From an optimization exercise on the open Yosys and OpenROAD flow, aimed at small area, a short achievable clock period and few clock cycles per item; shortcuts taken in it are not production practice. RTL that was checked went through simulation tests only; none was proved equivalent to the original. No functional check of the RTL was part of run 1. Power and IR drop assume default switching activity.

==> flow/design.v (outline; a module is shown in full before it is edited, if it fits) <==
// module gf2_split_mul: 23 lines
// module clmul48_pipe: 3178 lines
module gf2_split_mul (
	input  wire         clk,
	input  wire         rst,
	input  wire         in_valid,
	output logic        in_ready,
	input  wire  [47:0] a,
	input  wire  [47:0] b,
	output logic        out_valid,
	input  wire         out_ready,
	output logic [95:0] c
);
  // ...
==> flow/flow/run.sh <==
#!/bin/bash
# Own layout flow: the standard flow (standard.sh) with the standard
# synthesis unchanged, then the layout steps with the delay cells
# (clkdlybuf4s*, dlygate*, dlymetal*) added to the don't-use list, so that
# the port buffers and the timing repair use plain buffers instead, and with
# the buffers of synthesis removed at floorplan (REMOVE_ABC_BUFFERS) instead
# of a timing repair there without wires; the repair after clock tree
# synthesis then sizes the logic with placement parasitics.
set -euo pipefail
W=$(pwd)
bash standard.sh synth > "$W/flow_synth.log" 2>&1
DELAY_CELLS=""
for c in clkdlybuf4s15_1 clkdlybuf4s15_2 clkdlybuf4s18_1 clkdlybuf4s18_2 \
	clkdlybuf4s25_1 clkdlybuf4s25_2 clkdlybuf4s50_1 clkdlybuf4s50_2 \
	dlygate4sd1_1 dlygate4sd2_1 dlygate4sd3_1 \
	dlymetal6s2s_1 dlymetal6s4s_1 dlymetal6s6s_1; do
	DELAY_CELLS="$DELAY_CELLS sky130_fd_sc_hd__$c"
done
# The design config is read before the platform's, whose list is added to this one.
{
	cat "$W/config.mk"
	echo "export DONT_USE_CELLS =$DELAY_CELLS"
	echo "export REMOVE_ABC_BUFFERS = 1"
} > "$W/own_config.mk"
sed "s|DESIGN_CONFIG=[^ ]*|DESIGN_CONFIG=$W/own_config.mk|" "$W/standard.sh" > "$W/own_standard.sh"
grep -q "DESIGN_CONFIG=$W/own_config.mk" "$W/own_standard.sh"
bash "$W/own_standard.sh" > "$W/flow_layout.log" 2>&1
==> flow/standard.sh <==
#!/bin/bash
# synth_recipe.tcl (not shown) runs the flow's synth.tcl, then flattens the netlist and writes it again
# the make line also repeats each setting of config.mk as NAME=value (left out here)
make -C /OpenROAD-flow-scripts/flow DESIGN_CONFIG=/design/flow/config.mk WORK_HOME=/design/flow/orfs CLKGATE_MAP_FILE= SYNTH_SCRIPT=/design/flow/synth_recipe.tcl "${@:-finish}"
==> flow/config.mk <==
export PLATFORM = sky130hd
export DESIGN_NAME = gf2_split_mul
export DESIGN_NICKNAME = gf2_split_mul
export VERILOG_FILES = /design/flow/design.v
export SDC_FILE = /design/flow/constraint.sdc
export NUM_CORES = 4
export LEC_CHECK = 0
export CAP_MARGIN = 20
export CORE_MARGIN = 2
export CORE_UTILIZATION = 60
export PLACE_DENSITY = 0.8
export SETUP_SLACK_MARGIN = 2.0
export SLEW_MARGIN = 20
export TNS_END_PERCENT = 0
==> flow/constraint.sdc <==
create_clock -name core_clock -period 5.0 [get_ports {clk}]
set_input_delay 1.0000 -clock core_clock [delete_from_list [all_inputs] [get_ports {clk}]]
set_output_delay 1.0000 -clock core_clock [all_outputs]
set_load 0.01 [all_outputs]
==> metrics.csv, run 1 <==
metric,value,unit
detail_route.wirelength.met1,33100,um
period_needed,3340,ps
power.share.clock,0.051,
timing.critical_path.mode_cell,sky130_fd_sc_hd__xnor2_1,
min_from,rst,
crit_required,5160,ps
synth-simple-area-share,0.208,
regToRegStartpoint,out_valid$_SDFFE_PP0P_,
portion_of_the_post_synthesis_area_used_by_sequential_elements,0.130,
multiInputGateArea,20800,um^2
worst_slew_margin_rel,0.371,
layout_top_registers,"u_mul.r (101), out_valid (1)",
synth.area.top_cells,"sky130_fd_sc_hd__xnor2_1 37%, sky130_fd_sc_hd__edfxtp_1 13%, sky130_fd_sc_hd__nor2_1 12%",
outcome,no timing/DRC/antenna violations,
dp_hpwl,67500,um
post_synth_fa_ha_maj_area_fraction,0,
place.port_buffers,196,
setup.worst_path.start,a[39],
power_switching_share,0.456,
tap-cell-count,518,
dpl.cell_count,3772,
synth.top_cells.by_count,"981 x sky130_fd_sc_hd__xnor2_1, 720 x sky130_fd_sc_hd__nor2_1, 573 x sky130_fd_sc_hd__nand2_1, 275 x sky130_fd_sc_hd__xor2_1, 130 x sky130_fd_sc_hd__buf_2",
top_layer_used,met5,
setup_ws,1660,ps
worst_r2r_endpoint,u_mul.r[2]$_DFFE_PP_,
ctsRootBufferMaster,sky130_fd_sc_hd__clkbuf_16,
routed-wl-met2,39200,um
sequentialPowerShare,0.133,
groute.usage.overall,0.439,
placement.cell_area,24400,um^2
grt.met2_usage,0.651,
final_antenna_net_count,0,
vias,22997,
detailed_route_wl,93600,um
synth.area.mux_share,0.000479,
intPower,8770,uW
==> run 2: changes to the inputs <==
--- a/flow/design.v
+++ b/flow/design.v
@@ -200,17 +200,17 @@
 	logic n2768, n2769, n2770, n2771, n2772, n2773, n2774, n2775, n2776, n2777, n2778, n2779, n2780, n2781, n2782, n2783;
 	logic n2784, n2785, n2786, n2787, n2788, n2789, n2790, n2791, n2792, n2793, n2794, n2795, n2796, n2797, n2798, n2799;
 	logic n2800, n2801, n2802, n2803, n2804, n2805, n2806, n2807, n2808, n2809, n2810, n2811, n2812, n2813, n2814, n2815;
 	logic n2816, n2817, n2818, n2819, n2820, n2821, n2822, n2823, n2824, n2825, n2826, n2827, n2828, n2829, n2830, n2831;
 	logic n2832, n2833, n2834, n2835, n2836, n2837, n2838, n2839, n2840, n2841, n2842, n2843, n2844, n2845, n2846, n2847;
 	logic n2848, n2849, n2850, n2851, n2852, n2853, n2854, n2855, n2856, n2857, n2858, n2859, n2860, n2861, n2862, n2863;
 	logic n2864, n2865, n2866, n2867, n2868, n2869, n2870, n2871, n2872, n2873, n2874, n2875, n2876, n2877, n2878, n2879;
 	logic n2880, n2881, n2882, n2883, n2884, n2885, n2886, n2887, n2888;
-	logic [100:0] r;
+	logic [114:0] r;
 	assign n96 = a[0] & b[0];
 	assign n97 = a[0] & b[1];
 	assign n98 = a[1] & b[0];
 	assign n99 = n97 ^ n98;
 	assign n100 = a[0] & b[2];
 	assign n101 = a[1] & b[1];
 	assign n102 = a[2] & b[0];
 	assign n103 = n100 ^ n101;
@@ -2901,109 +2901,109 @@
 	assign n2788 = n589 ^ n1811;
 	assign n2789 = n600 ^ n1813;
 	assign n2790 = n609 ^ n1815;
 	assign n2791 = n616 ^ n1817;
 	assign n2792 = n621 ^ n1819;
 	assign n2793 = n624 ^ n1821;
 	assign n2794 = n625 ^ n1823;
 	assign n2795 = r[0] ^ r[48];
-	assign n2796 = r[61] ^ n2795;
+	assign n2796 = r[89] ^ n2795;
 	assign n2797 = r[1] ^ r[49];
-	assign n2798 = r[62] ^ n2797;
+	assign n2798 = r[90] ^ n2797;
 	assign n2799 = r[2] ^ r[50];
-	assign n2800 = r[63] ^ n2799;
-	assign n2801 = n111 ^ n1911;
-	assign n2802 = n2775 ^ n2801;
-	assign n2803 = n120 ^ n1920;
-	assign n2804 = n2776 ^ n2803;
-	assign n2805 = n131 ^ n1931;
-	assign n2806 = n2777 ^ n2805;
-	assign n2807 = n144 ^ n1944;
-	assign n2808 = n2778 ^ n2807;
+	assign n2800 = r[91] ^ n2799;
+	assign n2801 = r[3] ^ r[51];
+	assign n2802 = r[92] ^ n2801;
+	assign n2803 = r[4] ^ r[52];
+	assign n2804 = r[93] ^ n2803;
+	assign n2805 = r[5] ^ r[53];
+	assign n2806 = r[94] ^ n2805;
+	assign n2807 = r[6] ^ r[54];
+	assign n2808 = r[95] ^ n2807;
 	assign n2809 = n159 ^ n1959;
 	assign n2810 = n2779 ^ n2809;
-	assign n2811 = n176 ^ n1976;
-	assign n2812 = n2780 ^ n2811;
-	assign n2813 = n195 ^ n1995;
-	assign n2814 = n2781 ^ n2813;
-	assign n2815 = n216 ^ n2016;
-	assign n2816 = n2782 ^ n2815;
+	assign n2811 = r[8] ^ r[55];
+	assign n2812 = r[96] ^ n2811;
+	assign n2813 = r[9] ^ r[56];
+	assign n2814 = r[97] ^ n2813;
+	assign n2815 = r[10] ^ r[57];
+	assign n2816 = r[98] ^ n2815;
 	assign n2817 = n239 ^ n2783;
 	assign n2818 = n2039 ^ n2817;
-	assign n2819 = n927 ^ n2784;
-	assign n2820 = n2727 ^ n2819;
-	assign n2821 = n929 ^ n2785;
-	assign n2822 = n2729 ^ n2821;
-	assign n2823 = n931 ^ n2786;
-	assign n2824 = n2731 ^ n2823;
+	assign n2819 = r[12] ^ r[99];
+	assign n2820 = r[68] ^ n2819;
+	assign n2821 = r[13] ^ r[100];
+	assign n2822 = r[69] ^ n2821;
+	assign n2823 = r[14] ^ r[101];
+	assign n2824 = r[70] ^ n2823;
 	assign n2825 = n933 ^ n2787;
 	assign n2826 = n2733 ^ n2825;
-	assign n2827 = n935 ^ n2788;
-	assign n2828 = n2735 ^ n2827;
-	assign n2829 = n937 ^ n2789;
-	assign n2830 = n2737 ^ n2829;
-	assign n2831 = n939 ^ n2790;
-	assign n2832 = n2739 ^ n2831;
-	assign n2833 = n941 ^ n2791;
-	assign n2834 = n2741 ^ n2833;
-	assign n2835 = r[20] ^ r[64];
-	assign n2836 = r[54] ^ n2835;
-	assign n2837 = r[21] ^ r[65];
-	assign n2838 = r[55] ^ n2837;
-	assign n2839 = r[22] ^ r[66];
-	assign n2840 = r[56] ^ n2839;
+	assign n2827 = r[16] ^ r[102];
+	assign n2828 = r[71] ^ n2827;
+	assign n2829 = r[17] ^ r[103];
+	assign n2830 = r[72] ^ n2829;
+	assign n2831 = r[18] ^ r[104];
+	assign n2832 = r[73] ^ n2831;
+	assign n2833 = r[19] ^ r[105];
+	assign n2834 = r[74] ^ n2833;
+	assign n2835 = r[20] ^ r[106];
+	assign n2836 = r[75] ^ n2835;
+	assign n2837 = r[21] ^ r[107];
+	assign n2838 = r[76] ^ n2837;
+	assign n2839 = r[22] ^ r[108];
+	assign n2840 = r[77] ^ n2839;
 	assign n2841 = r[23] ^ r[36];
-	assign n2842 = r[57] ^ n2841;
-	assign n2843 = r[37] ^ r[61];
-	assign n2844 = r[58] ^ n2843;
-	assign n2845 = r[38] ^ r[62];
-	assign n2846 = r[59] ^ n2845;
-	assign n2847 = r[39] ^ r[63];
-	assign n2848 = r[60] ^ n2847;
-	assign n2849 = n1833 ^ n2775;
-	assign n2850 = n2757 ^ n2849;
-	assign n2851 = n1835 ^ n2776;
-	assign n2852 = n2759 ^ n2851;
-	assign n2853 = n1837 ^ n2777;
-	assign n2854 = n2761 ^ n2853;
-	assign n2855 = n1839 ^ n2778;
-	assign n2856 = n2763 ^ n2855;
+	assign n2842 = r[78] ^ n2841;
+	assign n2843 = r[37] ^ r[89];
+	assign n2844 = r[79] ^ n2843;
+	assign n2845 = r[38] ^ r[90];
+	assign n2846 = r[80] ^ n2845;
+	assign n2847 = r[39] ^ r[91];
+	assign n2848 = r[81] ^ n2847;
+	assign n2849 = r[40] ^ r[92];
+	assign n2850 = r[82] ^ n2849;
+	assign n2851 = r[41] ^ r[93];
+	assign n2852 = r[83] ^ n2851;
+	assign n2853 = r[42] ^ r[94];
+	assign n2854 = r[84] ^ n2853;
+	assign n2855 = r[43] ^ r[95];
+	assign n2856 = r[85] ^ n2855;
 	assign n2857 = n1841 ^ n2779;
 	assign n2858 = n2765 ^ n2857;
-	assign n2859 = n1843 ^ n2780;
-	assign n2860 = n2767 ^ n2859;
-	assign n2861 = n1845 ^ n2781;
-	assign n2862 = n2769 ^ n2861;
-	assign n2863 = n1847 ^ n2782;
-	assign n2864 = n2771 ^ n2863;
+	assign n2859 = r[45] ^ r[96];
+	assign n2860 = r[86] ^ n2859;
+	assign n2861 = r[46] ^ r[97];
+	assign n2862 = r[87] ^ n2861;
+	assign n2863 = r[47] ^ r[98];
+	assign n2864 = r[88] ^ n2863;
 	assign n2865 = n1380 ^ n2783;
 	assign n2866 = n2304 ^ n2865;
-	assign n2867 = n1401 ^ n2325;
-	assign n2868 = n2784 ^ n2867;
-	assign n2869 = n1420 ^ n2344;
-	assign n2870 = n2785 ^ n2869;
-	assign n2871 = n1437 ^ n2361;
-	assign n2872 = n2786 ^ n2871;
+	assign n2867 = r[25] ^ r[58];
+	assign n2868 = r[99] ^ n2867;
+	assign n2869 = r[26] ^ r[59];
+	assign n2870 = r[100] ^ n2869;
+	assign n2871 = r[27] ^ r[60];
+	assign n2872 = r[101] ^ n2871;
 	assign n2873 = n1452 ^ n2376;
 	assign n2874 = n2787 ^ n2873;
-	assign n2875 = n1465 ^ n2389;
-	assign n2876 = n2788 ^ n2875;
-	assign n2877 = n1476 ^ n2400;
-	assign n2878 = n2789 ^ n2877;
-	assign n2879 = n1485 ^ n2409;
-	assign n2880 = n2790 ^ n2879;
-	assign n2881 = n1492 ^ n2416;
-	assign n2882 = n2791 ^ n2881;
-	assign n2883 = r[33] ^ r[51];
-	assign n2884 = r[64] ^ n2883;
-	assign n2885 = r[34] ^ r[52];
-	assign n2886 = r[65] ^ n2885;
-	assign n2887 = r[35] ^ r[53];
-	assign n2888 = r[66] ^ n2887;
+	assign n2875 = r[29] ^ r[61];
+	assign n2876 = r[102] ^ n2875;
+	assign n2877 = r[30] ^ r[62];
+	assign n2878 = r[103] ^ n2877;
+	assign n2879 = r[31] ^ r[63];
+	assign n2880 = r[104] ^ n2879;
+	assign n2881 = r[32] ^ r[64];
+	assign n2882 = r[105] ^ n2881;
+	assign n2883 = r[33] ^ r[65];
+	assign n2884 = r[106] ^ n2883;
+	assign n2885 = r[34] ^ r[66];
+	assign n2886 = r[107] ^ n2885;
+	assign n2887 = r[35] ^ r[67];
+	assign n2888 = r[108] ^ n2887;
 	always_ff @(posedge clk) begin
 		if (en) begin
 			r[0] <= n96;
 			r[1] <= n99;
 			r[2] <= n104;
 			r[3] <= n111;
 			r[4] <= n120;
 			r[5] <= n131;
@@ -3047,66 +3047,80 @@
 			r[43] <= n1839;
 			r[44] <= n1841;
 			r[45] <= n1843;
 			r[46] <= n1845;
 			r[47] <= n1847;
 			r[48] <= n1896;
 			r[49] <= n1899;
 			r[50] <= n1904;
-			r[51] <= n2421;
-			r[52] <= n2424;
-			r[53] <= n2425;
-			r[54] <= n2743;
-			r[55] <= n2745;
-			r[56] <= n2747;
-			r[57] <= n2749;
-			r[58] <= n2751;
-			r[59] <= n2753;
-			r[60] <= n2755;
-			r[61] <= n2772;
-			r[62] <= n2773;
-			r[63] <= n2774;
-			r[64] <= n2792;
-			r[65] <= n2793;
-			r[66] <= n2794;
-			r[67] <= n2802;
-			r[68] <= n2804;
-			r[69] <= n2806;
-			r[70] <= n2808;
-			r[71] <= n2810;
-			r[72] <= n2812;
-			r[73] <= n2814;
-			r[74] <= n2816;
-			r[75] <= n2818;
-			r[76] <= n2820;
-			r[77] <= n2822;
-			r[78] <= n2824;
-			r[79] <= n2826;
-			r[80] <= n2828;
-			r[81] <= n2830;
-			r[82] <= n2832;
-			r[83] <= n2834;
-			r[84] <= n2850;
-			r[85] <= n2852;
-			r[86] <= n2854;
-			r[87] <= n2856;
-			r[88] <= n2858;
-			r[89] <= n2860;
-			r[90] <= n2862;
-			r[91] <= n2864;
-			r[92] <= n2866;
-			r[93] <= n2868;
-			r[94] <= n2870;
-			r[95] <= n2872;
-			r[96] <= n2874;
-			r[97] <= n2876;
-			r[98] <= n2878;
-			r[99] <= n2880;
-			r[100] <= n2882;
+			r[51] <= n1911;
+			r[52] <= n1920;
+			r[53] <= n1931;
+			r[54] <= n1944;
+			r[55] <= n1976;
+			r[56] <= n1995;
+			r[57] <= n2016;
+			r[58] <= n2325;
+			r[59] <= n2344;
+			r[60] <= n2361;
+			r[61] <= n2389;
+			r[62] <= n2400;
+			r[63] <= n2409;
+			r[64] <= n2416;
+			r[65] <= n2421;
+			r[66] <= n2424;
+			r[67] <= n2425;
+			r[68] <= n2727;
+			r[69] <= n2729;
+			r[70] <= n2731;
+			r[71] <= n2735;
+			r[72] <= n2737;
+			r[73] <= n2739;
+			r[74] <= n2741;
+			r[75] <= n2743;
+			r[76] <= n2745;
+			r[77] <= n2747;
+			r[78] <= n2749;
+			r[79] <= n2751;
+			r[80] <= n2753;
+			r[81] <= n2755;
+			r[82] <= n2757;
+			r[83] <= n2759;
+			r[84] <= n2761;
+			r[85] <= n2763;
+			r[86] <= n2767;
+			r[87] <= n2769;
+			r[88] <= n2771;
+			r[89] <= n2772;
+			r[90] <= n2773;
+			r[91] <= n2774;
+			r[92] <= n2775;
+			r[93] <= n2776;
+			r[94] <= n2777;
+			r[95] <= n2778;
+			r[96] <= n2780;
+			r[97] <= n2781;
+			r[98] <= n2782;
+			r[99] <= n2784;
+			r[100] <= n2785;
+			r[101] <= n2786;
+			r[102] <= n2788;
+			r[103] <= n2789;
+			r[104] <= n2790;
+			r[105] <= n2791;
+			r[106] <= n2792;
+			r[107] <= n2793;
+			r[108] <= n2794;
+			r[109] <= n2810;
+			r[110] <= n2818;
+			r[111] <= n2826;
+			r[112] <= n2858;
+			r[113] <= n2866;
+			r[114] <= n2874;
 		end
 	end
 	assign p[0] = r[0];
 	assign p[1] = r[1];
 	assign p[2] = r[2];
 	assign p[3] = r[3];
 	assign p[4] = r[4];
 	assign p[5] = r[5];
@@ -3126,57 +3140,57 @@
 	assign p[19] = r[19];
 	assign p[20] = r[20];
 	assign p[21] = r[21];
 	assign p[22] = r[22];
 	assign p[23] = r[23];
 	assign p[24] = n2796;
 	assign p[25] = n2798;
 	assign p[26] = n2800;
-	assign p[27] = r[67];
-	assign p[28] = r[68];
-	assign p[29] = r[69];
-	assign p[30] = r[70];
-	assign p[31] = r[71];
-	assign p[32] = r[72];
-	assign p[33] = r[73];
-	assign p[34] = r[74];
-	assign p[35] = r[75];
-	assign p[36] = r[76];
-	assign p[37] = r[77];
-	assign p[38] = r[78];
-	assign p[39] = r[79];
-	assign p[40] = r[80];
-	assign p[41] = r[81];
-	assign p[42] = r[82];
-	assign p[43] = r[83];
+	assign p[27] = n2802;
+	assign p[28] = n2804;
+	assign p[29] = n2806;
+	assign p[30] = n2808;
+	assign p[31] = r[109];
+	assign p[32] = n2812;
+	assign p[33] = n2814;
+	assign p[34] = n2816;
+	assign p[35] = r[110];
+	assign p[36] = n2820;
+	assign p[37] = n2822;
+	assign p[38] = n2824;
+	assign p[39] = r[111];
+	assign p[40] = n2828;
+	assign p[41] = n2830;
+	assign p[42] = n2832;
+	assign p[43] = n2834;
 	assign p[44] = n2836;
 	assign p[45] = n2838;
 	assign p[46] = n2840;
 	assign p[47] = n2842;
 	assign p[48] = n2844;
 	assign p[49] = n2846;
 	assign p[50] = n2848;
-	assign p[51] = r[84];
-	assign p[52] = r[85];
-	assign p[53] = r[86];
-	assign p[54] = r[87];
-	assign p[55] = r[88];
-	assign p[56] = r[89];
-	assign p[57] = r[90];
-	assign p[58] = r[91];
-	assign p[59] = r[92];
-	assign p[60] = r[93];
-	assign p[61] = r[94];
-	assign p[62] = r[95];
-	assign p[63] = r[96];
-	assign p[64] = r[97];
-	assign p[65] = r[98];
-	assign p[66] = r[99];
-	assign p[67] = r[100];
+	assign p[51] = n2850;
+	assign p[52] = n2852;
+	assign p[53] = n2854;
+	assign p[54] = n2856;
+	assign p[55] = r[112];
+	assign p[56] = n2860;
+	assign p[57] = n2862;
+	assign p[58] = n2864;
+	assign p[59] = r[113];
+	assign p[60] = n2868;
+	assign p[61] = n2870;
+	assign p[62] = n2872;
+	assign p[63] = r[114];
+	assign p[64] = n2876;
+	assign p[65] = n2878;
+	assign p[66] = n2880;
+	assign p[67] = n2882;
 	assign p[68] = n2884;
 	assign p[69] = n2886;
 	assign p[70] = n2888;
 	assign p[71] = r[36];
 	assign p[72] = r[37];
 	assign p[73] = r[38];
 	assign p[74] = r[39];
 	assign p[75] = r[40];
==> flow/config.mk (replaced) <==
export PLATFORM = sky130hd
export DESIGN_NAME = gf2_split_mul
export DESIGN_NICKNAME = gf2_split_mul
export VERILOG_FILES = /design/flow/design.v
export SDC_FILE = /design/flow/constraint.sdc
export NUM_CORES = 4
export LEC_CHECK = 0
export CAP_MARGIN = 20
export CORE_MARGIN = 2
export CORE_UTILIZATION = 60
export PLACE_DENSITY = 0.8
export SETUP_SLACK_MARGIN = 2.3
export SLEW_MARGIN = 20
export TNS_END_PERCENT = 0
==> metrics.csv, run 2 <==
metric,value,unit,change
outcome,no timing/DRC/antenna violations,,
dp_hpwl,60800,um,-9.9%
path_clk_slew,50,ps,
global_route.overflow_total,0,,
pin_count_of_the_biggest_net_entering_global_routing,49,,
asyncSetResetFlopFracSynth,0,,
groute.usage.overall,0.422,,-0.0176
initial_core_util,0.604,,
floorplan_core_area,38500,um^2,
portion_of_the_post_synthesis_area_used_by_sequential_elements,0.149,,+0.0195
worst_setup_path_start_kind,input port,,
fin_worst_skew,22.7,ps,
filler_cell_count,2563,,
worst-setup-path-type,in -> reg,,
layout_top_registers,"u_mul.r (115), out_valid (1)",,
crit_required,5170,ps,about the same
final_common_cell,sky130_fd_sc_hd__xnor2_1,,
wire_per_inst,23.9,um,
clock_latency,450,ps,
path_cells,buf_4 -> buf_12 -> buf_1 -> nand2_1 -> xnor2_1 -> xnor2_1 -> xnor2_1 -> xnor2_2 -> xnor2_1 -> xnor2_1,,
synth_largest_type_area_fraction,0.437,,
final-setup-viol-count,0,,
peakVddDrop,0.361,mV,
yosys.area.top_type,sky130_fd_sc_hd__xnor2_1,,
syn_inst,3187,,
chipHeight,201,um,
place.gp.congestion,1.08,,
top_register,u_mul.r,,
timing.critical_path.mode_cell,sky130_fd_sc_hd__xnor2_1,,
final_max_slew_viol_count,0,,
ff2ff_setup_slack,3070,ps,
power.density_cell_area,540,nW/um^2,
leakagePower,0.0112,uW,
synthesis.area_per_instance,7.29,um^2,
dr_drc_count,0,,
synth-seq-cells,116,,
first_global_vias,21576,,
fin_tns_setup,0,ps,
num_io_pins,198,,
worst_slew_margin_rel,0.439,,+0.0678
final_antenna_net_count,0,,unchanged
grt_setup_unrepaired,yes,,
clock_sinks,116,,
core.rowCount,72,,
intPower,8010,uW,-8.6%
layout.cells.most_common_list,"1019 x sky130_fd_sc_hd__xnor2_1, 712 x sky130_fd_sc_hd__nor2_1, 574 x sky130_fd_sc_hd__nand2_1, 247 x sky130_fd_sc_hd__xor2_1, 190 x sky130_fd_sc_hd__buf_1",,
power.share.clock,0.079,,+0.028
flow.area_growth_from_synthesis,21.1,%,
period_needed,3330,ps,-6.75 ps
r2r.worst_path.cells,2,,
kind_of_capture_point_of_the_worst_setup_path,flip-flop,,
finish.net_count,3577,,
min_from,rst,,
postCtsHoldBufs,0,,
final-hold-violation-count,0,,
tritoncts.num_buffers,17,,
grt_first_pass_wirelength,129000,um,
synth-main-ff-cell,sky130_fd_sc_hd__edfxtp_1,,
die_w,201,um,
post_synth_num_cell_types,17,,
slowest_stage,sky130_fd_sc_hd__xnor2_2,,
detail_route.first_pass.iterations,11,,
design.die.area,40300,um^2,
holdPathStages,2,,
cts_tree,done,,
clock.fmax,300,MHz,
critPathMaxStageDelay,590,ps,
drt_iter0_drc,4998,,
hold_path.class,in -> reg,,
power_switching_share,0.473,,+0.0172
detailed_route_wl,95900,um,+2.4%
crit_path_max_fanout,5,,
initial_antenna_violation_count,3,,
worst_r2r_endpoint,u_mul.r[58]$_DFFE_PP_,,
number_of_vias_per_cell_after_detailed_routing,6.05,,
post_synth_instance_area,23200,um^2,
cap_violations,0,,
whs_endpoint,out_valid$_SDFFE_PP0P_,,
htreeDepth,4,,
max_slew.worst_pin.slew,835,ps,
clockBufferDepth,2,,
worstPathArrival,3510,ps,
place.port_buffers,196,,unchanged
synth.area.top_cells,"sky130_fd_sc_hd__xnor2_1 44%, sky130_fd_sc_hd__edfxtp_1 15%, sky130_fd_sc_hd__nor2_1 12%",,
register_cell_area_after_layout,3470,um^2,
ctsRootBufferMaster,sky130_fd_sc_hd__clkbuf_16,,
regToRegStartpoint,out_valid$_SDFFE_PP0P_,,
yosys_warnings,2,,
final_layout_size_suffix_gt1_frac,0.171,,
synth-edff-count,115,,
min_period_over_period,0.667,,
largest_register_ff_count,115,,
synth.top_cells.by_count,"1159 x sky130_fd_sc_hd__xnor2_1, 720 x sky130_fd_sc_hd__nor2_1, 574 x sky130_fd_sc_hd__nand2_1, 254 x sky130_fd_sc_hd__xor2_1, 147 x sky130_fd_sc_hd__clkbuf_1",,
synth_most_common_cell,sky130_fd_sc_hd__xnor2_1,,
multiInputGateArea,19800,um^2,-4.6%
vias,24253,,+5.5%
netSwitchingPower,7200,uW,
sequentialPowerShare,0.161,,+0.028
fin_util,0.732,,
comb_power_share,0.760,,
insertedDiodeCount,0,,
==> run 2: layer usage <==
layer  wire (um)  part of all wire  vias to the layer above  GRT usage
met5          12           0.00013                        -          0
met4       10300              0.11                        2      0.299
met3       16800              0.18                      852      0.146
met2       38500              0.40                     2443      0.628
met1       30200              0.31                    10932      0.509
li1            -                 -                    10024          -
==> run 2: worst max-delay path: cells and delay by family <==
family                 cells  cell delay, ps
XOR/XNOR                   6            1730
buffers and inverters      3             590
AND/OR/NAND/NOR            1             170
==> run 2: logic make-up after synthesis <==
kind of cell,count (synthesis),share of synthesized area
XOR/XNOR,1450,0.568
buffers and inverters,319,0.0710
other,1,0.000161
flip-flops,116,0.149
multiplexers,1,0.000484
AND/OR/NAND/NOR,1298,0.210
AO/OA/AOI/OAI,2,0.000592
==> run 2: repair_timing <==
action | in CTS | in global routing
setup buffers | 76 | 85
pin swaps | 46 | 67
gates cloned | 1 | 1
endpoints found under the setup margin | 94 | 75
gates resized for setup | 507 | 179
==> run 2: area by class of cell <==
cell class,instances,share of cell area
Multi-Input combinational cell,2752,0.704
Timing Repair Buffer,587,0.129
Sequential cell,116,0.123
Tap cell,518,0.0230
Clock buffer,24,0.0175
Clock inverter,8,0.00271
Inverter,3,0.000400
==> run 2: through the flow <==
step | power (uW) | hold WS [ps] | instance area, um^2 | std cells | worst slack (ps)
after floorplan | 9160 | 1070 | 21600 | 2871 | 131
after global routing | 15600 | 716 | 28200 | 4008 | 1770
after CTS | 14200 | 685 | 27000 | 3922 | 2170
after global placement | 12000 | 1030 | 24000 | 3813 | 824
final | 15200 | 713 | 28200 | 4008 | 1670
after detailed placement | 12100 | 1030 | 24000 | 3813 | 759
==> run 2: power by group through the flow <==
stage	registers [uW]	clock network (uW)	logic [uW]
finish	2450	1210	11600
global route	2480	1250	11900
CTS	2440	1210	10500
detailed placement	2450	0	9680
global placement	2450	0	9530
floorplan	2350	0	6810
==> run 2: how the worst max path moves through the flow <==
| stage | from | cells past startpoint | slack [ps] | to |
|---|---|---|---|---|
| after floorplan | out_ready | 1 | 130 | in_ready |
| after global placement | a[35] | 9 | 820 | u_mul.r[112]$_DFFE_PP_ |
| after detailed placement | a[20] | 9 | 760 | u_mul.r[112]$_DFFE_PP_ |
| after CTS | b[45] | 10 | 2170 | u_mul.r[112]$_DFFE_PP_ |
| after global routing | b[0] | 8 | 1770 | u_mul.r[111]$_DFFE_PP_ |
| final | b[26] | 10 | 1670 | u_mul.r[106]$_DFFE_PP_ |
Testbench counts of run 2, summed over its fixed seeds: cycles 2,056, items 2,048.
==> run 3: changes to the inputs <==
--- a/flow/config.mk
+++ b/flow/config.mk
@@ -9,6 +9,6 @@
 export CORE_MARGIN = 2
 export CORE_UTILIZATION = 60
 export PLACE_DENSITY = 0.8
-export SETUP_SLACK_MARGIN = 2.3
+export SETUP_SLACK_MARGIN = 2.0
 export SLEW_MARGIN = 20
 export TNS_END_PERCENT = 0
==> metrics.csv, run 3 <==
metric,value,unit,change
yosys.area.top_type,sky130_fd_sc_hd__xnor2_1,,
period_needed,3200,ps,-132 ps
vias,21954,,-9.5%
intPower,7510,uW,-6.3%
number_of_vias_per_cell_after_detailed_routing,5.70,,-5.8%
floorplan_core_area,38500,um^2,unchanged
first_global_vias,20020,,-7.2%
design.die.area,40300,um^2,unchanged
htreeDepth,4,,unchanged
final_antenna_net_count,0,,unchanged
die_w,201,um,unchanged
worst_slew_margin_rel,0.478,,+0.0388
top_layer_used,met4,,
cts_tree,done,,
layout.cells.most_common_list,"1076 x sky130_fd_sc_hd__xnor2_1, 720 x sky130_fd_sc_hd__nor2_1, 574 x sky130_fd_sc_hd__nand2_1, 252 x sky130_fd_sc_hd__xor2_1, 174 x sky130_fd_sc_hd__buf_1",,
wire_per_inst,21.1,um,-12%
hold-worst-slack,714,ps,+0.820 ps
leakagePower,0.0101,uW,-11%
post_synth_num_cell_types,17,,unchanged
sequentialPowerShare,0.174,,+0.013
synth_largest_type_area_fraction,0.437,,unchanged
kind_of_capture_point_of_the_worst_setup_path,flip-flop,,
tritoncts.num_buffers,17,,unchanged
dr_drc_count,0,,unchanged
dp_hpwl,60800,um,unchanged
crit_required,5200,ps,+30 ps
fin_worst_skew,20.2,ps,-2.44 ps
groute.usage.overall,0.391,,-0.0306
synth_most_common_cell,sky130_fd_sc_hd__xnor2_1,,
asyncSetResetFlopFracSynth,0,,unchanged
cap_violations,0,,unchanged
clock.fmax,312,MHz,+4.1%
initial_core_util,0.604,,unchanged
synth-edff-count,115,,unchanged
hold_path.class,in -> reg,,
layout_top_registers,"u_mul.r (115), out_valid (1)",,
slowest_stage,sky130_fd_sc_hd__xnor2_1,,
min_period_over_period,0.641,,-0.0264
crit_path_max_fanout,12,,+7
grt_first_pass_wirelength,121000,um,-6.6%
num_io_pins,198,,unchanged
synthesis.area_per_instance,7.29,um^2,unchanged
worst-setup-path-type,in -> reg,,
detailed_route_wl,81300,um,-15%
postCtsHoldBufs,0,,unchanged
routed-wl-met2,34300,um,-11%
crit_buf_inv,2,,-1
outcome,no timing/DRC/antenna violations,,
power.share.clock,0.085,,+0.006
place.port_buffers,196,,unchanged
worst_setup_path_start_kind,input port,,
syn_inst,3187,,unchanged
path_clk_slew,70,ps,+20 ps
grt_setup_unrepaired,yes,,
clock_latency,450,ps,about the same
finalPower,14000,uW,-7.7%
core.rowCount,72,,unchanged
cp_top_family,XOR/XNOR gates,,
global_route.overflow_total,0,,unchanged
portion_of_the_post_synthesis_area_used_by_sequential_elements,0.149,,unchanged
synth-main-ff-cell,sky130_fd_sc_hd__edfxtp_1,,
initial_antenna_violation_count,1,,-2
final-hold-violation-count,0,,unchanged
yosys_warnings,2,,unchanged
drt_iter0_drc,3479,,-30%
power_switching_share,0.465,,-0.00776
final-setup-viol-count,0,,unchanged
critPathMaxStageDelay,490,ps,-100 ps
final_max_slew_viol_count,0,,unchanged
power.density_cell_area,544,nW/um^2,+0.67%
largest_register_ff_count,115,,unchanged
max_slew.worst_pin.slew,778,ps,-57.9 ps
peakVddDrop,0.345,mV,-4.6%
post_synth_instance_area,23200,um^2,unchanged
chipHeight,201,um,unchanged
flow.area_growth_from_synthesis,11.1,%,
fin_util,0.671,,-0.0607
filler_cell_count,3185,,+24%
synth.top_cells.by_count,"1159 x sky130_fd_sc_hd__xnor2_1, 720 x sky130_fd_sc_hd__nor2_1, 574 x sky130_fd_sc_hd__nand2_1, 254 x sky130_fd_sc_hd__xor2_1, 147 x sky130_fd_sc_hd__clkbuf_1",,
detail_route.wirelength.met1,28900,um,-4.5%
detail_route.first_pass.iterations,6,,-5
met3WireLength,11800,um,-30%
top_register,u_mul.r,,
synth-seq-cells,116,,unchanged
worstPathArrival,3400,ps,-110 ps
fin_tns_setup,0,ps,unchanged
finish.net_count,3420,,-4.4%
comb_power_share,0.742,,-0.018
place.gp.congestion,1.08,,unchanged
final_layout_size_suffix_gt1_frac,0.113,,-0.0580
pin_count_of_the_biggest_net_entering_global_routing,49,,unchanged
timing.critical_path.mode_cell,sky130_fd_sc_hd__xnor2_1,,
ctsRootBufferMaster,sky130_fd_sc_hd__clkbuf_16,,
clock_sinks,116,,unchanged
path_cells,buf_1 -> clkbuf_4 -> nand2_1 -> xnor2_1 -> xnor2_1 -> xnor2_1 -> xnor2_1 -> xnor2_2 -> xnor3_1,,
synth.area.top_cells,"sky130_fd_sc_hd__xnor2_1 44%, sky130_fd_sc_hd__edfxtp_1 15%, sky130_fd_sc_hd__nor2_1 12%",,
netSwitchingPower,6540,uW,-9.2%
clockBufferDepth,2,,unchanged
final_common_cell,sky130_fd_sc_hd__xnor2_1,,
-- run 3: changes by cell type in the layout (fill, tap and decap cells not counted), moves of 9 or more --
| cell | previous run | this run |
|---|---|---|
| sky130_fd_sc_hd__buf_1 | 190 | 174 |
| sky130_fd_sc_hd__clkbuf_4 | 33 | 22 |
| sky130_fd_sc_hd__buf_12 | 9 | 0 |
| sky130_fd_sc_hd__xnor3_1 | 24 | 33 |
| sky130_fd_sc_hd__xnor3_2 | 13 | 4 |
| sky130_fd_sc_hd__buf_4 | 113 | 30 |
| sky130_fd_sc_hd__buf_2 | 167 | 141 |
| sky130_fd_sc_hd__xnor2_2 | 93 | 66 |
| sky130_fd_sc_hd__clkbuf_2 | 8 | 50 |
| sky130_fd_sc_hd__buf_6 | 61 | 13 |
| sky130_fd_sc_hd__xnor2_4 | 47 | 17 |
| sky130_fd_sc_hd__xnor2_1 | 1019 | 1076 |
-- run 3: kinds of logic after synthesis --
family / after synthesis / synth area share
multiplexers: 1 / 0.000484
AND/OR/NAND/NOR: 1298 / 0.210
AO/OA/AOI/OAI: 2 / 0.000592
other: 1 / 0.000161
buffers and inverters: 319 / 0.0710
XOR/XNOR: 1450 / 0.568
flip-flops: 116 / 0.149
-- run 3: timing repair --
action	4_1_cts	5_1_grt
pin swaps	3	7
resized for setup	192	140
setup endpoints to repair	66	61
buffers inserted	0	6
-- run 3: area by class of cell --
class / instances / area, um^2 / share of cell area
Antenna cell: 1 / 2.50 / 0.0000969
Clock buffer: 24 / 492 / 0.0190
Clock inverter: 8 / 76.3 / 0.00296
Inverter: 3 / 11.3 / 0.000436
Multi-Input combinational cell: 2752 / 19000 / 0.735
Sequential cell: 116 / 3470 / 0.135
Tap cell: 518 / 648 / 0.0251
Timing Repair Buffer: 430 / 2150 / 0.0831
-- run 3: power groups by stage --
| stage | Clock [uW] | Sequential [uW] | Combinational [uW] |
|---|---|---|---|
| floorplan | 0 | 2350 | 6810 |
| global placement | 0 | 2450 | 9530 |
| detailed placement | 0 | 2450 | 9680 |
| CTS | 1210 | 2440 | 9960 |
| global route | 1250 | 2470 | 10900 |
| finish | 1190 | 2440 | 10400 |
-- run 3: stage by stage --
step | area (um^2) | instances | setup slack (ps)
finish | 25800 | 3852 | 1800
global route | 25800 | 3851 | 1820
CTS | 25300 | 3845 | 1860
detailed placement | 24000 | 3813 | 759
global placement | 24000 | 3813 | 824
floorplan | 21600 | 2871 | 131
-- run 3: path summary, 6_finish.rpt --
check	from	end	slack, ps	cells past startpoint
worst max-delay path	b[8]	u_mul.r[112]$_DFFE_PP_	1800	9
worst max register to register	out_valid$_SDFFE_PP0P_	u_mul.r[46]$_DFFE_PP_	3090	2
worst min-delay path	rst	out_valid$_SDFFE_PP0P_	710	2
worst min register to register	out_valid$_SDFFE_PP0P_	u_mul.r[27]$_DFFE_PP_	1030	1
-- run 3: worst register-to-register path, stage by stage (launching register included) --
cell and delay, ps:
sky130_fd_sc_hd__dfxtp_1 330, sky130_fd_sc_hd__nand2b_4 470, sky130_fd_sc_hd__buf_4 730
-- run 3: routing by layer --
| layer | GRT usage | up-vias |
|---|---|---|
| met2 | 0.586 | 1806 |
| met4 | 0.246 | 0 |
| met3 | 0.0807 | 424 |
| li1 | - | 9708 |
| met1 | 0.516 | 10016 |
| met5 | 0 | - |
==> run 4: changes to the inputs <==
--- a/flow/config.mk
+++ b/flow/config.mk
@@ -7,8 +7,8 @@
 export LEC_CHECK = 0
 export CAP_MARGIN = 20
 export CORE_MARGIN = 2
-export CORE_UTILIZATION = 60
-export PLACE_DENSITY = 0.8
+export CORE_UTILIZATION = 65
+export PLACE_DENSITY = 0.85
 export SETUP_SLACK_MARGIN = 2.0
 export SLEW_MARGIN = 20
 export TNS_END_PERCENT = 0
==> metrics.csv, run 4 <==
metric,value,unit,change
detailed_route_wl,85200,um,+4.7%
power.density_cell_area,552,nW/um^2,+1.4%
outcome,no timing/DRC/antenna violations,,
htreeDepth,4,,unchanged
peakVddDrop,0.502,mV,+46%
final-setup-viol-count,0,,unchanged
synth_most_common_cell,sky130_fd_sc_hd__xnor2_1,,
grt_first_pass_wirelength,126000,um,+3.9%
crit_path_max_fanout,11,,-1
fin_util,0.722,,+0.0509
synth-main-ff-cell,sky130_fd_sc_hd__edfxtp_1,,
setup.worst_path.start,a[28],,
flow.area_growth_from_synthesis,9.99,%,
post_synth_num_cell_types,17,,unchanged
hold_path.class,in -> reg,,
design.die.area,37300,um^2,-7.5%
intPower,7470,uW,-0.52%
clock.fmax,307,MHz,-1.8%
final_common_cell,sky130_fd_sc_hd__xnor2_1,,
final_max_slew_viol_count,0,,unchanged
finish.net_count,3425,,+0.15%
dr_drc_count,0,,unchanged
cts_tree,done,,
path_clk_slew,60,ps,about the same
worst_slew_margin_rel,0.443,,-0.0351
holdPathStages,2,,unchanged
first_global_vias,21118,,+5.5%
clockBufferDepth,2,,unchanged
layout_top_registers,"u_mul.r (115), out_valid (1)",,
netSwitchingPower,6640,uW,+1.5%
regToRegStartpoint,out_valid$_SDFFE_PP0P_,,
core.rowCount,69,,-4.2%
clock_latency,430,ps,-20 ps
synth.top_cells.by_count,"1159 x sky130_fd_sc_hd__xnor2_1, 720 x sky130_fd_sc_hd__nor2_1, 574 x sky130_fd_sc_hd__nand2_1, 254 x sky130_fd_sc_hd__xor2_1, 147 x sky130_fd_sc_hd__clkbuf_1",,
cap_violations,0,,unchanged
crit_required,5170,ps,-30 ps
fin_worst_skew,8.63,ps,-11.6 ps
vias,22748,,+3.6%
initial_core_util,0.657,,+0.0524
synth_largest_type_area_fraction,0.437,,unchanged
chipHeight,193,um,-3.8%
ctsRootBufferMaster,sky130_fd_sc_hd__clkbuf_16,,
final-hold-violation-count,0,,unchanged
fin_tns_setup,0,ps,unchanged
worst_setup_path_start_kind,input port,,
synth-edff-count,115,,unchanged
detail_route.first_pass.iterations,6,,unchanged
final_antenna_net_count,0,,unchanged
post_synth_instance_area,23200,um^2,unchanged
dp_hpwl,63700,um,+4.8%
period_needed,3260,ps,+59.0 ps
top_register,u_mul.r,,
floorplan_core_area,35400,um^2,-8.0%
asyncSetResetFlopFracSynth,0,,unchanged
final_layout_size_suffix_gt1_frac,0.108,,-0.00436
synthesis.area_per_instance,7.29,um^2,unchanged
min_from,rst,,
global_route.overflow_total,0,,unchanged
max_slew.worst_pin.slew,830,ps,+52.3 ps
pin_count_of_the_biggest_net_entering_global_routing,48,,-2.0%
comb_power_share,0.735,,-0.007
r2r.worst_path.cells,2,,unchanged
syn_inst,3187,,unchanged
number_of_vias_per_cell_after_detailed_routing,5.99,,+5.1%
initial_antenna_violation_count,0,,-1
layout.cells.most_common_list,"1080 x sky130_fd_sc_hd__xnor2_1, 720 x sky130_fd_sc_hd__nor2_1, 574 x sky130_fd_sc_hd__nand2_1, 253 x sky130_fd_sc_hd__xor2_1, 185 x sky130_fd_sc_hd__buf_1",,
clock_sinks,116,,unchanged
largest_register_ff_count,115,,unchanged
power.share.clock,0.091,,+0.006
synth-seq-cells,116,,unchanged
grt_setup_unrepaired,yes,,
insertedDiodeCount,0,,-1
drt_iter0_drc,3741,,+7.5%
place.gp.congestion,1.10,,+2.2%
leakagePower,0.0100,uW,-0.58%
tritoncts.num_buffers,17,,unchanged
synth.area.top_cells,"sky130_fd_sc_hd__xnor2_1 44%, sky130_fd_sc_hd__edfxtp_1 15%, sky130_fd_sc_hd__nor2_1 12%",,
wire_per_inst,22.4,um,+6.2%
worstPathArrival,3430,ps,+30 ps
portion_of_the_post_synthesis_area_used_by_sequential_elements,0.149,,unchanged
kind_of_capture_point_of_the_worst_setup_path,flip-flop,,
yosys_warnings,2,,unchanged
min_period_over_period,0.652,,+0.0118
num_io_pins,198,,unchanged
postCtsHoldBufs,0,,unchanged
power_switching_share,0.471,,+0.00504
place.port_buffers,196,,unchanged
finalPower,14100,uW,+0.43%
die_w,193,um,-3.8%
worst-setup-path-type,in -> reg,,
sequentialPowerShare,0.175,,about the same
groute.usage.overall,0.450,,+0.0587
yosys.area.top_type,sky130_fd_sc_hd__xnor2_1,,
[run 4: cell counts after synthesis]
No cell type changed its count.
[run 4: cell families after synthesis]
logic type / count (synthesis) / synth area share
xor+xnor: 1450 / 0.568
simple gates: 1298 / 0.210
buf+inv: 319 / 0.0710
flops: 116 / 0.149
compound gates: 2 / 0.000592
mux: 1 / 0.000484
other cells: 1 / 0.000161
[run 4: final timing paths]
kind                             to  slack (ps)
max          u_mul.r[114]$_DFFE_PP_        1740
min          out_valid$_SDFFE_PP0P_         710
max reg2reg   u_mul.r[54]$_DFFE_PP_        3140
min reg2reg  out_valid$_SDFFE_PP0P_        1010
[run 4: repair_timing]
| item | 4_1_cts | 5_1_grt |
|---|---|---|
| endpoints found under the setup margin | 67 | 64 |
| pin swaps | 0 | 1 |
| setup buffers | 0 | 6 |
| gates resized for setup | 198 | 80 |
[run 4: layer usage]
layer	vias up	global-route usage	share of wire
li1	9724	-	-
met1	10508	0.564	0.34
met2	2003	0.661	0.41
met3	513	0.129	0.16
met4	0	0.323	0.093
met5	-	0	0
[run 4: metrics by stage]
| stage | cell area [um^2] | worst slack, ps | cells | hold WS (ps) |
|---|---|---|---|---|
| after global placement | 24000 | 936 | 3761 | 961 |
| after CTS | 25300 | 1870 | 3793 | 709 |
| after global routing | 25600 | 1790 | 3799 | 714 |
| final | 25600 | 1740 | 3799 | 715 |
| after detailed placement | 24000 | 894 | 3761 | 1010 |
| after floorplan | 21600 | 131 | 2871 | 1070 |
[run 4: critical path, stage by stage]
cell and delay [ps]:
sky130_fd_sc_hd__buf_1 340, sky130_fd_sc_hd__buf_2 340, sky130_fd_sc_hd__nand2_1 120, sky130_fd_sc_hd__xnor2_1 210, sky130_fd_sc_hd__xnor2_1 170, sky130_fd_sc_hd__xnor2_1 130
sky130_fd_sc_hd__xnor2_2 390, sky130_fd_sc_hd__xnor2_1 240, sky130_fd_sc_hd__xor2_1 480
[run 4: power by group through the flow]
stage / registers (uW) / logic (uW) / clock network [uW]
global placement: 2440 / 9520 / 0
detailed placement: 2460 / 9730 / 0
CTS: 2450 / 9960 / 1280
finish: 2460 / 10400 / 1280
floorplan: 2350 / 6810 / 0
global route: 2480 / 10800 / 1310
[run 4: cell type report]
type / count / area, um^2
inverter: 3 / 11.3
tap: 461 / 577
sequential: 116 / 3470
fill: 2695 / 9830
clock buffer: 18 / 429
clock inverter: 14 / 160
multi-input combinational: 2752 / 18800
timing repair buffer: 435 / 2080
==> run 5: changes to the inputs <==
--- a/flow/flow/run.sh
+++ b/flow/flow/run.sh
@@ -5,7 +5,8 @@
 # the port buffers and the timing repair use plain buffers instead, and with
 # the buffers of synthesis removed at floorplan (REMOVE_ABC_BUFFERS) instead
 # of a timing repair there without wires; the repair after clock tree
-# synthesis then sizes the logic with placement parasitics.
+# synthesis then sizes the logic with placement parasitics. The port
+# buffers are buf_2 cells instead of the weakest buffer.
 set -euo pipefail
 W=$(pwd)
 bash standard.sh synth > "$W/flow_synth.log" 2>&1
@@ -21,6 +22,7 @@
 	cat "$W/config.mk"
 	echo "export DONT_USE_CELLS =$DELAY_CELLS"
 	echo "export REMOVE_ABC_BUFFERS = 1"
+	echo "export BUFFER_PORTS_ARGS = -buffer_cell sky130_fd_sc_hd__buf_2"
 } > "$W/own_config.mk"
 sed "s|DESIGN_CONFIG=[^ ]*|DESIGN_CONFIG=$W/own_config.mk|" "$W/standard.sh" > "$W/own_standard.sh"
 grep -q "DESIGN_CONFIG=$W/own_config.mk" "$W/own_standard.sh"
--- a/flow/config.mk
+++ b/flow/config.mk
@@ -7,8 +7,8 @@
 export LEC_CHECK = 0
 export CAP_MARGIN = 20
 export CORE_MARGIN = 2
-export CORE_UTILIZATION = 65
-export PLACE_DENSITY = 0.85
+export CORE_UTILIZATION = 60
+export PLACE_DENSITY = 0.8
 export SETUP_SLACK_MARGIN = 2.0
 export SLEW_MARGIN = 20
 export TNS_END_PERCENT = 0
==> metrics.csv, run 5 <==
metric,value,unit,change
outcome,no timing/DRC/antenna violations,,
asyncSetResetFlopFracSynth,0,,unchanged
synth-seq-cells,116,,unchanged
flow.area_growth_from_synthesis,11.3,%,
initial_antenna_violation_count,1,,+1
synth-xor-area-share,0.568,,unchanged
clockBufferDepth,2,,unchanged
kind_of_capture_point_of_the_worst_setup_path,flip-flop,,
groute.usage.overall,0.403,,-0.0468
synth-simple-area-share,0.210,,unchanged
slowest_stage,sky130_fd_sc_hd__xnor2_1,,
place_worst_setup_slack,894,ps,+0.516 ps
core.rowCount,72,,+4.3%
regToRegStartpoint,out_valid$_SDFFE_PP0P_,,
wire_per_inst,22.7,um,+1.1%
path_clk_slew,50,ps,about the same
postCtsHoldBufs,0,,unchanged
finalPower,14200,uW,+0.83%
first_global_vias,21009,,-0.52%
finish.net_count,3345,,-2.3%
synth_largest_type_area_fraction,0.437,,unchanged
synthesis.area_per_instance,7.29,um^2,unchanged
cts_tree,done,,
yosys.area.top_type,sky130_fd_sc_hd__xnor2_1,,
layout.cells.most_common_list,"1065 x sky130_fd_sc_hd__xnor2_1, 720 x sky130_fd_sc_hd__nor2_1, 574 x sky130_fd_sc_hd__nand2_1, 252 x sky130_fd_sc_hd__xor2_1, 192 x sky130_fd_sc_hd__buf_2",,
chipHeight,201,um,+4.0%
placement.cell_area,23800,um^2,-0.50%
tritoncts.num_buffers,17,,unchanged
pin_count_of_the_biggest_net_entering_global_routing,72,,+50%
min_period_over_period,0.695,,+0.0428
largest_register_ff_count,115,,unchanged
layout_top_registers,"u_mul.r (115), out_valid (1)",,
yosys_warnings,2,,unchanged
initial_core_util,0.604,,-0.0524
place.gp.congestion,1.04,,-5.8%
crit_path_max_fanout,14,,+3
final_max_slew_viol_count,0,,unchanged
final_layout_size_suffix_gt1_frac,0.132,,+0.0231
clock.fmax,288,MHz,-6.2%
final_antenna_net_count,0,,unchanged
synth.area.mux_share,0.000484,,unchanged
max_slew.worst_pin.slew,1170,ps,+335 ps
synth.area.top_cells,"sky130_fd_sc_hd__xnor2_1 44%, sky130_fd_sc_hd__edfxtp_1 15%, sky130_fd_sc_hd__nor2_1 12%",,
min_from,rst,,
synth_compound_gate_area_share,0.000592,,unchanged
fin_util,0.672,,-0.0499
final-hold-violation-count,0,,unchanged
crit_required,5180,ps,about the same
grt_setup_unrepaired,yes,,
largest_family_of_logic_cells_by_synthesized_area,XOR/XNOR gates,,
floorplan_core_area,38500,um^2,+8.7%
clock_sinks,116,,unchanged
post_synth_num_cell_types,17,,unchanged
worstPathArrival,3650,ps,+220 ps
clock_latency,450,ps,+20 ps
fin_tns_setup,0,ps,unchanged
number_of_vias_per_cell_after_detailed_routing,5.92,,-1.1%
synth.top_cells.by_count,"1159 x sky130_fd_sc_hd__xnor2_1, 720 x sky130_fd_sc_hd__nor2_1, 574 x sky130_fd_sc_hd__nand2_1, 254 x sky130_fd_sc_hd__xor2_1, 147 x sky130_fd_sc_hd__clkbuf_1",,
worst_slew_margin_rel,0.218,,-0.225
global_route.overflow_total,0,,unchanged
dr_drc_count,0,,unchanged
htreeDepth,4,,unchanged
path_cells,clkbuf_4 -> xnor2_1 -> xnor2_1 -> buf_2 -> nor2_1 -> xnor2_1 -> xnor3_1 -> xnor2_2 -> xnor3_1,,
finalInstanceArea,25900,um^2,+1.2%
setup.worst_path.start,a[7],,
final-setup-viol-count,0,,unchanged
grt_first_pass_wirelength,125000,um,-0.59%
drt_iter0_drc,3754,,+0.35%
die_w,201,um,+4.0%
final_common_cell,sky130_fd_sc_hd__xnor2_1,,
dp_hpwl,60300,um,-5.3%
period_needed,3480,ps,+214 ps
timing.critical_path.mode_cell,sky130_fd_sc_hd__xnor2_1,,
peakVddDrop,0.327,mV,-35%
fin_worst_skew,18.2,ps,+9.52 ps
vias,22348,,-1.8%
top_register,u_mul.r,,
hold_path.class,in -> reg,,
detailed_route_wl,85500,um,+0.36%
cap_violations,0,,unchanged
portion_of_the_post_synthesis_area_used_by_sequential_elements,0.149,,unchanged
leakagePower,0.0102,uW,+1.8%
post_synth_instance_area,23200,um^2,unchanged
insertedDiodeCount,0,,unchanged
synth-main-ff-cell,sky130_fd_sc_hd__edfxtp_1,,
syn_inst,3187,,unchanged
design.die.area,40300,um^2,+8.2%
ctsRootBufferMaster,sky130_fd_sc_hd__clkbuf_16,,
setup_ws,1520,ps,-214 ps
detail_route.first_pass.iterations,6,,unchanged
synth_most_common_cell,sky130_fd_sc_hd__xnor2_1,,
power.density_cell_area,550,nW/um^2,-0.33%
worst_setup_path_start_kind,input port,,
post_synth_fa_ha_maj_area_fraction,0,,unchanged
critPathMaxStageDelay,680,ps,+200 ps
num_io_pins,198,,unchanged
synth-edff-count,115,,unchanged
worst-setup-path-type,in -> reg,,
place.port_buffers,196,,unchanged
run 5: cell count changes in the layout (fill, tap and decap cells not counted), moves of 15 or more:
cell                       previous run  this run
sky130_fd_sc_hd__xnor2_1           1080      1065
sky130_fd_sc_hd__buf_2              168       192
sky130_fd_sc_hd__clkbuf_2            35        13
sky130_fd_sc_hd__xnor2_4              9        31
sky130_fd_sc_hd__clkbuf_4            20        87
sky130_fd_sc_hd__buf_1              185        48
run 5: what timing repair did:
action                     4_1_cts  5_1_grt
pin swaps                        0       12
setup buffers                    0       23
setup endpoints to repair       59       59
resized for setup              108      173
hold endpoints to repair         0        0
run 5: path summary, 6_finish.rpt:
kind                            endpoint  slack, ps  cells after the start
setup / recovery   u_mul.r[76]$_DFFE_PP_       1520                      9
setup reg to reg  u_mul.r[108]$_DFFE_PP_       2960                      2
hold reg to reg   out_valid$_SDFFE_PP0P_        930                      2
hold / removal    out_valid$_SDFFE_PP0P_        720                      2
run 5: logic make-up (layout without fill, tap and decap cells):
kind of cell	Yosys count	in the layout
and+or+nand+nor	1298	1298
xor gates and xnor gates	1450	1450
muxes	1	1
AOI/OAI and AO/OA	2	2
DFF	116	116
other	1	1
buffers and inverters	319	386
run 5: report_power, final:
group | total, uW | internal, uW | switching [uW]
Clock | 1180 | 715 | 468
Combinational | 10600 | 4850 | 5770
Sequential | 2420 | 2030 | 390
Total | 14200 | 7590 | 6630
run 5: stage by stage:
| stage | cells | hold WS [ps] |
|---|---|---|
| 6_report | 3772 | 719 |
| 5_1_grt | 3772 | 710 |
| 4_1_cts | 3749 | 703 |
| 3_5_place_dp | 3721 | 930 |
| 3_3_place_gp | 3721 | 897 |
| 2_1_floorplan | 2871 | 1070 |
run 5: critical path: cells and delay by family:
kind	cells	cell delay [ps]
xor+xnor	6	1940
buf+inv	2	590
simple gates	1	90
run 5: cell type report:
| cell class | count | area, um^2 |
|---|---|---|
| Fill cell | 3175 | 12600 |
| Clock inverter | 7 | 86.3 |
| Multi-Input combinational cell | 2752 | 19200 |
| Tap cell | 518 | 648 |
| Timing Repair Buffer | 355 | 1990 |
| Inverter | 3 | 11.3 |
| Clock buffer | 21 | 440 |
| Sequential cell | 116 | 3470 |
run 5: routing by layer:
| metal | global-route usage | wire length (um) |
|---|---|---|
| met1 | 0.523 | 29700 |
| met2 | 0.607 | 36000 |
| met3 | 0.0852 | 12800 |
| met4 | 0.265 | 7010 |
| met5 | 0 | 0 |
==> run 6: changes to the inputs <==
--- a/flow/flow/run.sh
+++ b/flow/flow/run.sh
@@ -6,7 +6,7 @@
 # the buffers of synthesis removed at floorplan (REMOVE_ABC_BUFFERS) instead
 # of a timing repair there without wires; the repair after clock tree
 # synthesis then sizes the logic with placement parasitics. The port
-# buffers are buf_2 cells instead of the weakest buffer.
+# buffers are buf_4 cells instead of the weakest buffer.
 set -euo pipefail
 W=$(pwd)
 bash standard.sh synth > "$W/flow_synth.log" 2>&1
@@ -22,7 +22,7 @@
 	cat "$W/config.mk"
 	echo "export DONT_USE_CELLS =$DELAY_CELLS"
 	echo "export REMOVE_ABC_BUFFERS = 1"
-	echo "export BUFFER_PORTS_ARGS = -buffer_cell sky130_fd_sc_hd__buf_2"
+	echo "export BUFFER_PORTS_ARGS = -buffer_cell sky130_fd_sc_hd__buf_4"
 } > "$W/own_config.mk"
 sed "s|DESIGN_CONFIG=[^ ]*|DESIGN_CONFIG=$W/own_config.mk|" "$W/standard.sh" > "$W/own_standard.sh"
 grep -q "DESIGN_CONFIG=$W/own_config.mk" "$W/own_standard.sh"
--- a/flow/config.mk
+++ b/flow/config.mk
@@ -9,6 +9,6 @@
 export CORE_MARGIN = 2
 export CORE_UTILIZATION = 60
 export PLACE_DENSITY = 0.8
-export SETUP_SLACK_MARGIN = 2.0
+export SETUP_SLACK_MARGIN = 1.8
 export SLEW_MARGIN = 20
 export TNS_END_PERCENT = 0
==> metrics.csv, run 6 <==
metric,value,unit,change
outcome,no timing/DRC/antenna violations,,
dpl.cell_count,3717,,-0.11%
worst-setup-path-type,in -> reg,,
post_synth_num_cell_types,17,,unchanged
yosys.area.top_type,sky130_fd_sc_hd__xnor2_1,,
place.port_buffers,196,,unchanged
post_synth_instance_area,23200,um^2,unchanged
synth-seq-cells,116,,unchanged
period_needed,3370,ps,-110 ps
cts.repair_timing.setup_buffer_count,0,,unchanged
final_layout_size_suffix_gt1_frac,0.103,,-0.0285
final-hold-violation-count,0,,unchanged
asyncSetResetFlopFracSynth,0,,unchanged
synth.area.top_cells,"sky130_fd_sc_hd__xnor2_1 44%, sky130_fd_sc_hd__edfxtp_1 15%, sky130_fd_sc_hd__nor2_1 12%",,
filler_cell_count,3276,,+3.2%
initial_antenna_violation_count,2,,+1
holdPathStages,2,,unchanged
global_route.overflow_total,0,,unchanged
synthesis.area_per_instance,7.29,um^2,unchanged
leakagePower,0.00981,uW,-3.5%
path_cells,buf_4 -> nand2_1 -> xor2_1 -> xnor2_1 -> xnor3_1 -> xnor2_1 -> xnor2_1 -> xnor3_1,,
tritoncts.num_buffers,17,,unchanged
crit_path_max_fanout,14,,unchanged
detailed_route_wl,82400,um,-3.6%
hold-worst-slack,709,ps,-10.1 ps
core.rowCount,72,,unchanged
register_cell_area_after_layout,3470,um^2,unchanged
wire_per_inst,22.0,um,-3.1%
kind_of_capture_point_of_the_worst_setup_path,flip-flop,,
initial_core_util,0.604,,unchanged
vias,21543,,-3.6%
layout_top_registers,"u_mul.r (115), out_valid (1)",,
clockBufferDepth,2,,unchanged
clock_latency,460,ps,about the same
crit_required,5180,ps,about the same
peakVddDrop,0.375,mV,+15%
worst_setup_path_start_kind,input port,,
portion_of_the_post_synthesis_area_used_by_sequential_elements,0.149,,unchanged
floorplan_core_area,38500,um^2,unchanged
grt_setup_unrepaired,yes,,
fin_worst_skew,17.1,ps,-1.05 ps
final-setup-viol-count,0,,unchanged
flow.area_growth_from_synthesis,8.67,%,
num_io_pins,198,,unchanged
synth-edff-count,115,,unchanged
cts_tree,done,,
fin_tns_setup,0,ps,unchanged
layout.cells.most_common_list,"1128 x sky130_fd_sc_hd__xnor2_1, 720 x sky130_fd_sc_hd__nor2_1, 574 x sky130_fd_sc_hd__nand2_1, 253 x sky130_fd_sc_hd__xor2_1, 198 x sky130_fd_sc_hd__buf_4",,
multiInputGateArea,18400,um^2,-4.3%
place.gp.congestion,1.03,,-1.2%
detail_route.first_pass.iterations,6,,unchanged
drt_iter0_drc,3047,,-19%
die_w,201,um,unchanged
min_period_over_period,0.673,,-0.0219
grt.met2_usage,0.612,,+0.00459
path_clk_slew,50,ps,about the same
clock.fmax,297,MHz,+3.3%
power.density_cell_area,571,nW/um^2,+3.8%
groute.usage.overall,0.402,,-0.00101
postCtsHoldBufs,0,,unchanged
synth_most_common_cell,sky130_fd_sc_hd__xnor2_1,,
final_max_slew_viol_count,0,,unchanged
chipHeight,201,um,unchanged
cap_violations,0,,unchanged
grt_first_pass_wirelength,124000,um,-0.42%
finish.net_count,3318,,-0.81%
synth_largest_type_area_fraction,0.437,,unchanged
clock_sinks,116,,unchanged
worst_slew_margin_rel,0.309,,+0.0917
design.die.area,40300,um^2,unchanged
synth-main-ff-cell,sky130_fd_sc_hd__edfxtp_1,,
placement.cell_area,24300,um^2,+2.0%
slowest_stage,sky130_fd_sc_hd__xnor2_1,,
gr-max-usage-layer,met2,,
final_antenna_net_count,0,,unchanged
largest_register_ff_count,115,,unchanged
final_common_cell,sky130_fd_sc_hd__xnor2_1,,
hold_path.class,in -> reg,,
r2r.worst_path.cells,2,,unchanged
pin_count_of_the_biggest_net_entering_global_routing,100,,+39%
ctsRootBufferMaster,sky130_fd_sc_hd__clkbuf_16,,
yosys_warnings,2,,unchanged
timing.critical_path.mode_cell,sky130_fd_sc_hd__xnor2_1,,
dr_drc_count,0,,unchanged
met3_usage,0.104,,+0.0190
syn_inst,3187,,unchanged
first_global_vias,20761,,-1.2%
finalInstanceArea,25300,um^2,-2.3%
number_of_vias_per_cell_after_detailed_routing,5.74,,-3.0%
worstPathArrival,3550,ps,-100 ps
globalRouteMet1Util,0.523,,about the same
cts_repair_resize_count,38,,-65%
htreeDepth,4,,unchanged
stdcell_count,3750,,-0.58%
dp_hpwl,60100,um,-0.36%
critPathMaxStageDelay,580,ps,-100 ps
synth.top_cells.by_count,"1159 x sky130_fd_sc_hd__xnor2_1, 720 x sky130_fd_sc_hd__nor2_1, 574 x sky130_fd_sc_hd__nand2_1, 254 x sky130_fd_sc_hd__xor2_1, 147 x sky130_fd_sc_hd__clkbuf_1",,
top_register,u_mul.r,,
finalPower,14400,uW,+1.3%
max_slew.worst_pin.slew,1030,ps,-137 ps
run 6: cell counts after synthesis:
Identical to the previous run, type by type.
run 6: logic make-up after synthesis:
logic type / share of synthesized area
AND/OR/NAND/NOR: 0.210
other: 0.000161
flip-flops: 0.149
buffers and inverters: 0.0710
AO/OA/AOI/OAI: 0.000592
XOR/XNOR: 0.568
multiplexers: 0.000484
run 6: critical path, delay by kind of cell:
| kind | cells | cell delay [ps] |
|---|---|---|
| buffers and inverters | 1 | 280 |
| xor gates and xnor gates | 6 | 2150 |
| and+or+nand+nor | 1 | 110 |
run 6: layout make-up:
type	instances	area share
Multi-Input combinational cell	2752	0.728
Timing Repair Buffer	328	0.0821
Antenna cell	1	0.0000991
Sequential cell	116	0.138
Inverter	3	0.000446
Tap cell	518	0.0257
Clock inverter	8	0.00783
Clock buffer	24	0.0187
run 6: final timing paths:
path	from	endpoint	slack, ps
setup / recovery	a[17]	u_mul.r[111]$_DFFE_PP_	1630
hold / removal	rst	out_valid$_SDFFE_PP0P_	710
setup reg to reg	out_valid$_SDFFE_PP0P_	u_mul.r[11]$_DFFE_PP_	3070
hold reg to reg	out_valid$_SDFFE_PP0P_	out_valid$_SDFFE_PP0P_	880
run 6: where the power goes:
group	total, uW	switching (uW)	internal, uW
Combinational	10500	5560	4970
Sequential	2410	389	2030
Clock	1460	496	963
Total	14400	6450	7960
run 6: through the flow:
| stage | util | setup slack (ps) |
|---|---|---|
| after global placement | 0.631 | 984 |
| after floorplan | - | 131 |
| after global routing | 0.657 | 1650 |
| after detailed placement | 0.632 | 1040 |
| final | 0.657 | 1630 |
| after CTS | 0.654 | 1720 |
run 6: per-layer routing:
metal  part of all wire  vias to the layer above
li1                   -                     9487
met1               0.37                    10075
met2               0.43                     1600
met3               0.14                      379
met4              0.065                        2
met5            0.00013                        -

separate check: timing with driven ports:
No port has a modelled driver above. Below, the same layouts with a new extraction and two added sets of constraints. Step 1 assumes that a clkbuf_16 drives the clock port and a buf_2 every other input. Step 2 moves the port delays by t, midway between the first and last clock arrival at a register: inputs arrive t later, outputs are due t later. That takes back most of the time a late clock gives input paths. Slacks: ideal / step 1 / step 2; pairs: ideal / step 1.
run	t (ns)	setup WS [ns]	worst hold slack (ns)	latest minus earliest clock arrival (ns)	slew at the worst register clock pin (ns)
run 1	0.467	1.658 / 1.689 / 1.222	0.738 / 0.708 / 1.027	0.028 / 0.028	0.10 / 0.10
run 2	0.487	1.665 / 1.689 / 1.202	0.713 / 0.691 / 1.026	0.029 / 0.029	0.07 / 0.07
run 3	0.486	1.797 / 1.821 / 1.335	0.714 / 0.692 / 1.029	0.026 / 0.026	0.07 / 0.07
run 4	0.477	1.738 / 1.761 / 1.284	0.715 / 0.693 / 1.012	0.016 / 0.016	0.07 / 0.07
run 5	0.494	1.524 / 1.559 / 1.065	0.719 / 0.685 / 0.931	0.022 / 0.022	0.07 / 0.07
run 6	0.497	1.634 / 1.663 / 1.165	0.709 / 0.685 / 0.878	0.022 / 0.021	0.07 / 0.07
After both steps setup and hold are still met in every run listed. The setup slack of run 6, which loses most, moves by +0.029 ns with the drivers and by -0.469 ns with both steps.
